What follows belongs to an exercise in optimizing a design on an open flow for small area, a short achievable clock period and few clock cycles; a production flow would make more cautious choices.
Where RTL was checked, it was by simulation tests only, not by an equivalence proof against the original.

// lottery_scheduler
module lottery_scheduler (
  input  logic           clk_i,
  input  logic           rst_ni,
  input  logic           in_valid_i,
  output logic           in_stall_o,
  input  logic [58:0]    in_req_i,
  output logic           out_valid_o,
  input  logic           out_stall_i,
  output logic [40:0]    out_res_o
);
Settings: LEC_CHECK=0, ABC_AREA=1, ABC_CLOCK_PERIOD_IN_PS=4000, CAP_MARGIN=10, CORE_MARGIN=2, CORE_UTILIZATION=40, SETUP_SLACK_MARGIN=3.0, SLEW_MARGIN=10, TNS_END_PERCENT=5; clock period 8.0 ns.
run.sh (not shown) runs the stock make flow with config.mk's settings and CLKGATE_MAP_FILE= SYNTH_SCRIPT=/design/flow/synth_recipe.tcl, a recipe that flattens the netlist after the stock synthesis.
Testbench counts at the start, summed over its fixed seeds: cycles 30,200.
Then changed:
--- a/flow/design.v
+++ b/flow/design.v
@@ -125,14 +125,15 @@
     StDiv   = 3'd2,
     StMv1   = 3'd3,
     StMv2   = 3'd4
   } state_e;
   logic [15:0] tix_q [16];
   logic [15:0] use_q, rdy_q;
   logic [19:0] total_q;
+  logic        tz_q;         
   state_e      state_q;
   logic [2:0]  op_q;
   logic [3:0]  s_q, d_q;
   logic [15:0] t_q;
   logic        isr_q;
   logic [30:0] rv_q;
   logic [1:0]  gsel_q;       
@@ -162,27 +163,27 @@
   assign d_use = use_q[d_q];
   assign d_rdy = rdy_q[d_q];
   logic out_free;
   assign out_free = !out_valid_q || !out_stall_i;
   logic exec_noop;
   always_comb begin
     case (op_q)
-      lsch_pkg::OpAssign:  exec_noop = !(s_use && s_rdy);    
+      lsch_pkg::OpAssign:  exec_noop = 1'b0;
       lsch_pkg::OpReady:   exec_noop = !(s_use && (s_rdy != isr_q));
       lsch_pkg::OpMove:    exec_noop = !(s_use && d_use && (s_q != d_q));
-      lsch_pkg::OpRelease: exec_noop = !s_rdy;
-      lsch_pkg::OpDraw:    exec_noop = (total_q == 20'd0);
+      lsch_pkg::OpRelease: exec_noop = !s_use;
+      lsch_pkg::OpDraw:    exec_noop = tz_q;
       default:             exec_noop = 1'b1;
     endcase
   end
   logic        silent;
   assign silent = (state_q == StExec) && walk_q && exec_noop && (pn_q != 2'd3);
   logic exec_multi, div_last, r_frees;
   assign exec_multi = ((op_q == lsch_pkg::OpMove) && s_use && d_use && (s_q != d_q)) ||
-                      ((op_q == lsch_pkg::OpDraw) && (total_q != 20'd0));
+                      ((op_q == lsch_pkg::OpDraw) && !tz_q);
   assign div_last   = (cnt_q[3:1] == 3'd0);
   always_comb begin
     case (state_q)
       StIdle:  r_frees = 1'b1;
       StExec:  r_frees = (!walk_q && (pn_q == 2'd0) && !exec_multi) || silent;
       StDiv:   r_frees = div_last && !walk_q && (pn_q == 2'd0);
       StMv2:   r_frees = 1'b1;
@@ -201,15 +202,15 @@
   logic [31:0] rv_ext, rv_src;
   assign rv_ext = {1'b0, rv_q};
   assign tchg   = ((state_q == StExec) &&
                    (((op_q == lsch_pkg::OpAssign) && s_use && s_rdy) ||
                     ((op_q == lsch_pkg::OpReady) && s_use && (s_rdy != isr_q)) ||
                     ((op_q == lsch_pkg::OpRelease) && s_use && s_rdy))) ||
                   (state_q == StMv2);
-  assign fast_ok = !tchg && (total_q != 20'd0) && (in_req.operation == lsch_pkg::OpDraw);
+  assign fast_ok = !tchg && !tz_q && (in_req.operation == lsch_pkg::OpDraw);
   assign rv_src  = (state_q == StExec && op_q == lsch_pkg::OpDraw) ? rv_ext : {1'b0, in_req.random_value};
   always_comb begin
     jj = 4'd0;
     for (int b = 0; b < 20; b++) begin
       if (total_q[b]) jj = 4'((b + 1) >> 1);
     end
     rem_init = 20'(rv_src >> (6'd32 - {1'b0, jj, 1'b0}));
@@ -316,15 +317,17 @@
         gsel_d = s_q[3:2];             
       end else begin
         gsel_d = gsel_q + 2'd1;
       end
     end
     case (state_q)
       StExec: begin
-        if (silent || (!walk_q && (pn_q == 2'd0) && out_free)) begin
+        if (silent) begin
+          state_d = StIdle;
+        end else if (!walk_q && (pn_q == 2'd0) && out_free) begin
           case (op_q)
             lsch_pkg::OpAssign: begin
               r_done = 1'b1;
               tot_en     = s_use && s_rdy;
               tw_en      = 1'b1;
               use_d[s_q] = 1'b1;
               rdy_d[s_q] = 1'b0;
@@ -353,15 +356,15 @@
               if (s_use) begin
                 tot_en     = s_rdy;
                 use_d[s_q] = 1'b0;
                 rdy_d[s_q] = 1'b0;
               end
             end
             lsch_pkg::OpDraw: begin
-              if (total_q == 20'd0) begin
+              if (tz_q) begin
                 r_done = 1'b1;
               end else begin
                 t3_d    = {2'b0, total_q} + {1'b0, total_q, 1'b0};
                 rem_d   = rem_init;
                 cnt_d   = 4'd15 - jj;
                 dig_d   = dig_pair(rv_src, 4'd15 - jj);
                 state_d = StDiv;
@@ -402,16 +405,15 @@
           tot_sub = s_rdy;
           r_done  = 1'b1;
           rmoved  = 1'b1;
         end
       end
       default: ;
     endcase
-    if (silent) r_done = 1'b0;           
-    if (r_done || silent) state_d = StIdle;
+    if (r_done) state_d = StIdle;
     p_out = !walk_q && (pn_q != 2'd0) && out_free;
     tot_opnd = {4'd0, tot_mv ? t_q : tp};
     if (tot_en) total_d = total_q + (tot_sub ? ~tot_opnd : tot_opnd) + {19'd0, tot_sub};
     if (in_accept) begin
       lsel_d  = in_req.slot[1:0];
       state_d = StExec;
       if (!(walk_q && !w_done) && !w_start) gsel_d = in_req.slot[3:2];
@@ -426,22 +428,24 @@
   end
   always_ff @(posedge clk_i or negedge rst_ni) begin
     if (!rst_ni) begin
       state_q     <= StIdle;
       use_q       <= '0;
       rdy_q       <= '0;
       total_q     <= '0;
+      tz_q        <= 1'b1;
       walk_q      <= 1'b0;
       pn_q        <= 2'd0;
       out_valid_q <= 1'b0;
     end else begin
       state_q <= state_d;
       use_q   <= use_d;
       rdy_q   <= rdy_d;
       total_q <= total_d;
+      tz_q    <= (total_d == 20'd0);
       walk_q  <= walk_d;
       if (silent)     pn_q <= pn_q + 2'd1;
       else if (p_out) pn_q <= pn_q - 2'd1;
       if (out_free) out_valid_q <= r_done || w_done || p_out;
     end
   end
   always_ff @(posedge clk_i) begin
Result: Wire length is higher by 7.9%; utilization is lower by 1.3 points; synthesized cell count climbs by 12%; via count is higher by 7.9%; sequential share of layout area decreases by 0.70 points; setup slack degrades by 0.060 ns; clock skew rises by 0.053 ns; synthesized area goes up by 5.5%; count of clock-buffer cells in the layout went down by 4; cell count rose by 9.3%; global-route usage goes up by 0.84 points.
Function not checked in the second run of this note: the RTL went through the layout flow alone.


Another version of the RTL of lottery_scheduler (not shown whole).
Size: about 3600 cells after synthesis, about 470 flip-flops, roughly 110 I/O pins.
clock: 8.0 ns
lec_check: 0
abc_clock_period_in_ps: 4000
cap_margin: 10
core_margin: 2
core_utilization: 40
setup_slack_margin: 3.0
slew_margin: 10
tns_end_percent: 5
The starting point completed with no timing, DRC or antenna violations.
Testbench counts at the start, summed over its fixed seeds: cycles 30,578.
Rerun with:
--- a/flow/design.v
+++ b/flow/design.v
@@ -420,16 +420,40 @@
         state_d = StDiv;
         rem_d   = rem_init;
         cnt_d   = 4'd15 - jj;
         dig_d   = dig_pair(rv_src, 4'd15 - jj);
         t3_d    = {2'b0, total_q} + {1'b0, total_q, 1'b0};
       end
     end
   end
+  logic start_any;
+  assign start_any = (in_accept && fast_ok) ||
+                     ((state_q == StExec) && (op_q == lsch_pkg::OpDraw) && !walk_q &&
+                      (pn_q == 2'd0) && out_free && (total_q != 20'd0));
+  logic [19:0] rem_n, wrem_n;
+  always_comb begin
+    if (start_any)                             rem_n = rem_init;
+    else if ((state_q == StDiv) && div_last)   rem_n = rem_q;
+    else                                       rem_n = rem_b;
+    if (w_start)                               wrem_n = rem_fin;
+    else if (!out_free)                        wrem_n = wrem_q;
+    else                                       wrem_n = e4[19:0];
+  end
+  logic [1:0] gsel_n, gsel_other;
+  always_comb begin
+    gsel_other = in_accept ? in_req.slot[3:2] : s_q[3:2];
+    if (walk_q) begin
+      if (!out_free)          gsel_n = gsel_q;
+      else if (neg != 4'd0)   gsel_n = gsel_other;
+      else                    gsel_n = gsel_q + 2'd1;
+    end else begin
+      gsel_n = gsel_d;
+    end
+  end
   always_ff @(posedge clk_i or negedge rst_ni) begin
     if (!rst_ni) begin
       state_q     <= StIdle;
       use_q       <= '0;
       rdy_q       <= '0;
       total_q     <= '0;
       walk_q      <= 1'b0;
       pn_q        <= 2'd0;
@@ -455,18 +479,18 @@
     if (in_accept) begin
       op_q  <= in_req.operation;
       s_q   <= in_req.slot;
       d_q   <= in_req.other_slot;
       isr_q <= in_req.is_ready;
       rv_q  <= in_req.random_value;
     end
     t_q    <= in_accept ? in_req.ticket_count : t_d;
-    gsel_q <= gsel_d;
+    gsel_q <= gsel_n;
     lsel_q <= lsel_d;
-    rem_q  <= rem_d;
-    wrem_q <= wrem_d;
+    rem_q  <= rem_n;
+    wrem_q <= wrem_n;
     t3_q   <= t3_d;
     cnt_q  <= cnt_d;
     dig_q  <= dig_d;
     if (tw_en) tix_q[tw_addr] <= tw_data;
   end
 endmodule
Setup slack got worse by 330 ps; cell area rose by 2.4%; global-route usage went up by 0.72 points; fmax goes down by 5.4%; utilization goes up by 0.86 points; non-clock buffer count rose by 54; flip-flop and latch count rose by 2; clock-buffer cell count climbs by 2.
No functional check of the RTL was part of the second run of this note.


Starting RTL as in the previous note.
==> flow/design.v (excerpt) <==
module lottery_scheduler (
  input  logic           clk_i,
  input  logic           rst_ni,
  input  logic           in_valid_i,
  output logic           in_stall_o,
  input  logic [58:0]    in_req_i,
  output logic           out_valid_o,
  input  logic           out_stall_i,
  output logic [40:0]    out_res_o
);
  lsch_pkg::req_t in_req;
  assign in_req = lsch_pkg::req_t'(in_req_i);
  typedef enum logic [2:0] {
    StIdle  = 3'd0,
    StExec  = 3'd1,
    StDiv   = 3'd2,
    StMv1   = 3'd3,
    StMv2   = 3'd4
  } state_e;
  logic [15:0] tix_q [16];
  logic [15:0] use_q, rdy_q;
  logic [19:0] total_q;
  state_e      state_q;
  logic [2:0]  op_q;
  logic [3:0]  s_q, d_q;
  logic [15:0] t_q;
  logic        isr_q;
  logic [30:0] rv_q;
  logic [1:0]  gsel_q;       
  logic [1:0]  lsel_q;       
  logic [19:0] rem_q;        
  logic [21:0] t3_q;         
  logic [3:0]  cnt_q;        
  logic [3:0]  dig_q;        
  logic        walk_q;       
  logic [1:0]  pn_q;         
  logic [19:0] wrem_q;       
  ...
clock: 8.0 ns
lec_check: 0
abc_area: 1
abc_clock_period_in_ps: 4000
cap_margin: 10
core_margin: 2
core_utilization: 40
setup_slack_margin: 3.0
slew_margin: 10
tns_end_percent: 0
The baseline ran to the end with no violations.
Testbench counts at the start, summed over its fixed seeds: cycles 30,578.
Rerun with:
--- a/flow/design.v
+++ b/flow/design.v
@@ -159,24 +159,24 @@
   logic s_use, s_rdy, d_use, d_rdy;
   assign s_use = use_q[s_q];
   assign s_rdy = rdy_q[s_q];
   assign d_use = use_q[d_q];
   assign d_rdy = rdy_q[d_q];
   logic out_free;
   assign out_free = !out_valid_q || !out_stall_i;
   logic exec_noop;
   always_comb begin
     case (op_q)
-      lsch_pkg::OpAssign:  exec_noop = 1'b0;
+      lsch_pkg::OpAssign:  exec_noop = !(s_use && s_rdy);    
       lsch_pkg::OpReady:   exec_noop = !(s_use && (s_rdy != isr_q));
       lsch_pkg::OpMove:    exec_noop = !(s_use && d_use && (s_q != d_q));
-      lsch_pkg::OpRelease: exec_noop = !s_use;
+      lsch_pkg::OpRelease: exec_noop = !s_rdy;
       lsch_pkg::OpDraw:    exec_noop = (total_q == 20'd0);
       default:             exec_noop = 1'b1;
     endcase
   end
   logic        silent;
   assign silent = (state_q == StExec) && walk_q && exec_noop && (pn_q != 2'd3);
   logic exec_multi, div_last, r_frees;
   assign exec_multi = ((op_q == lsch_pkg::OpMove) && s_use && d_use && (s_q != d_q)) ||
                       ((op_q == lsch_pkg::OpDraw) && (total_q != 20'd0));
   assign div_last   = (cnt_q[3:1] == 3'd0);
@@ -313,23 +313,21 @@
       if (neg != 4'd0) begin
         w_done = 1'b1;
         walk_d = 1'b0;
         gsel_d = s_q[3:2];             
       end else begin
         gsel_d = gsel_q + 2'd1;
       end
     end
     case (state_q)
       StExec: begin
-        if (silent) begin
-          state_d = StIdle;
-        end else if (!walk_q && (pn_q == 2'd0) && out_free) begin
+        if (silent || (!walk_q && (pn_q == 2'd0) && out_free)) begin
           case (op_q)
             lsch_pkg::OpAssign: begin
               r_done = 1'b1;
               tot_en     = s_use && s_rdy;
               tw_en      = 1'b1;
               use_d[s_q] = 1'b1;
               rdy_d[s_q] = 1'b0;
             end
             lsch_pkg::OpReady: begin
               r_done = 1'b1;
@@ -401,21 +399,22 @@
           tw_data = t3_q[15:0] - t_q;
           tot_mv  = 1'b1;
           tot_en  = s_rdy != d_rdy;
           tot_sub = s_rdy;
           r_done  = 1'b1;
           rmoved  = 1'b1;
         end
       end
       default: ;
     endcase
-    if (r_done) state_d = StIdle;
+    if (silent) r_done = 1'b0;           
+    if (r_done || silent) state_d = StIdle;
     p_out = !walk_q && (pn_q != 2'd0) && out_free;
     tot_opnd = {4'd0, tot_mv ? t_q : tp};
     if (tot_en) total_d = total_q + (tot_sub ? ~tot_opnd : tot_opnd) + {19'd0, tot_sub};
     if (in_accept) begin
       lsel_d  = in_req.slot[1:0];
       state_d = StExec;
       if (!(walk_q && !w_done) && !w_start) gsel_d = in_req.slot[3:2];
       if (fast_ok) begin
         state_d = StDiv;
         rem_d   = rem_init;
Effect: Setup slack got worse by 160 ps; clock skew went down by 7.9 ps; synthesized area fell by 4.4%; wire length goes down by 8.7%; synthesized cell count went down by 7.5%; core utilization stays flat; cell count shrinks by 7.0%; cell area went down by 3.9%; global-route usage went down by 1.3 points.
Testbench counts after the change, summed over its fixed seeds: cycles 30,200.

==> port drivers added, routing unchanged <==
The results above use ideal ports. As a check the final layouts listed here were re-extracted and re-timed, cells and wires unchanged.
Step 1 sets driving cells, clkbuf_16 on the clock port and buf_2 on the other inputs (assumed; they add their load-dependent delay and slew).
Step 2 moves the port delays by t, midway between the first and last clock arrival at a register: inputs arrive t later, outputs are due t later. That takes back most of the time a late clock gives input paths.
a / b / c = no drivers / after step 1 / after step 2; a / b = the first two.
| run | t, ns | setup slack, ns | latest minus earliest clock arrival (ns) | worst data-port slew with drivers (ns) |
|---|---|---|---|---|
| the first run of note 1 | 0.705 | 2.653 / 2.653 / 2.299 | 0.034 / 0.034 | 0.06 |
| the second run of note 1 | 0.718 | 2.593 / 2.593 / 2.251 | 0.088 / 0.087 | 0.06 |
| the first run of note 2 | 0.675 | 2.185 / 2.160 / 1.705 | 0.065 / 0.065 | 0.05 |
| the second run of note 2 | 0.694 | 1.854 / 1.854 / 1.797 | 0.027 / 0.027 | 0.05 |
| the first run of note 3 | 0.695 | 2.783 / 2.783 / 2.475 | 0.040 / 0.040 | 0.07 |
| the second run of note 3 | 0.697 | 2.618 / 2.618 / 2.291 | 0.032 / 0.032 | 0.06 |
After both steps every run listed still meets setup and hold. For the first run of note 2, which loses most, drivers alone change the setup slack by -0.025 ns; drivers and shift together by -0.480 ns.
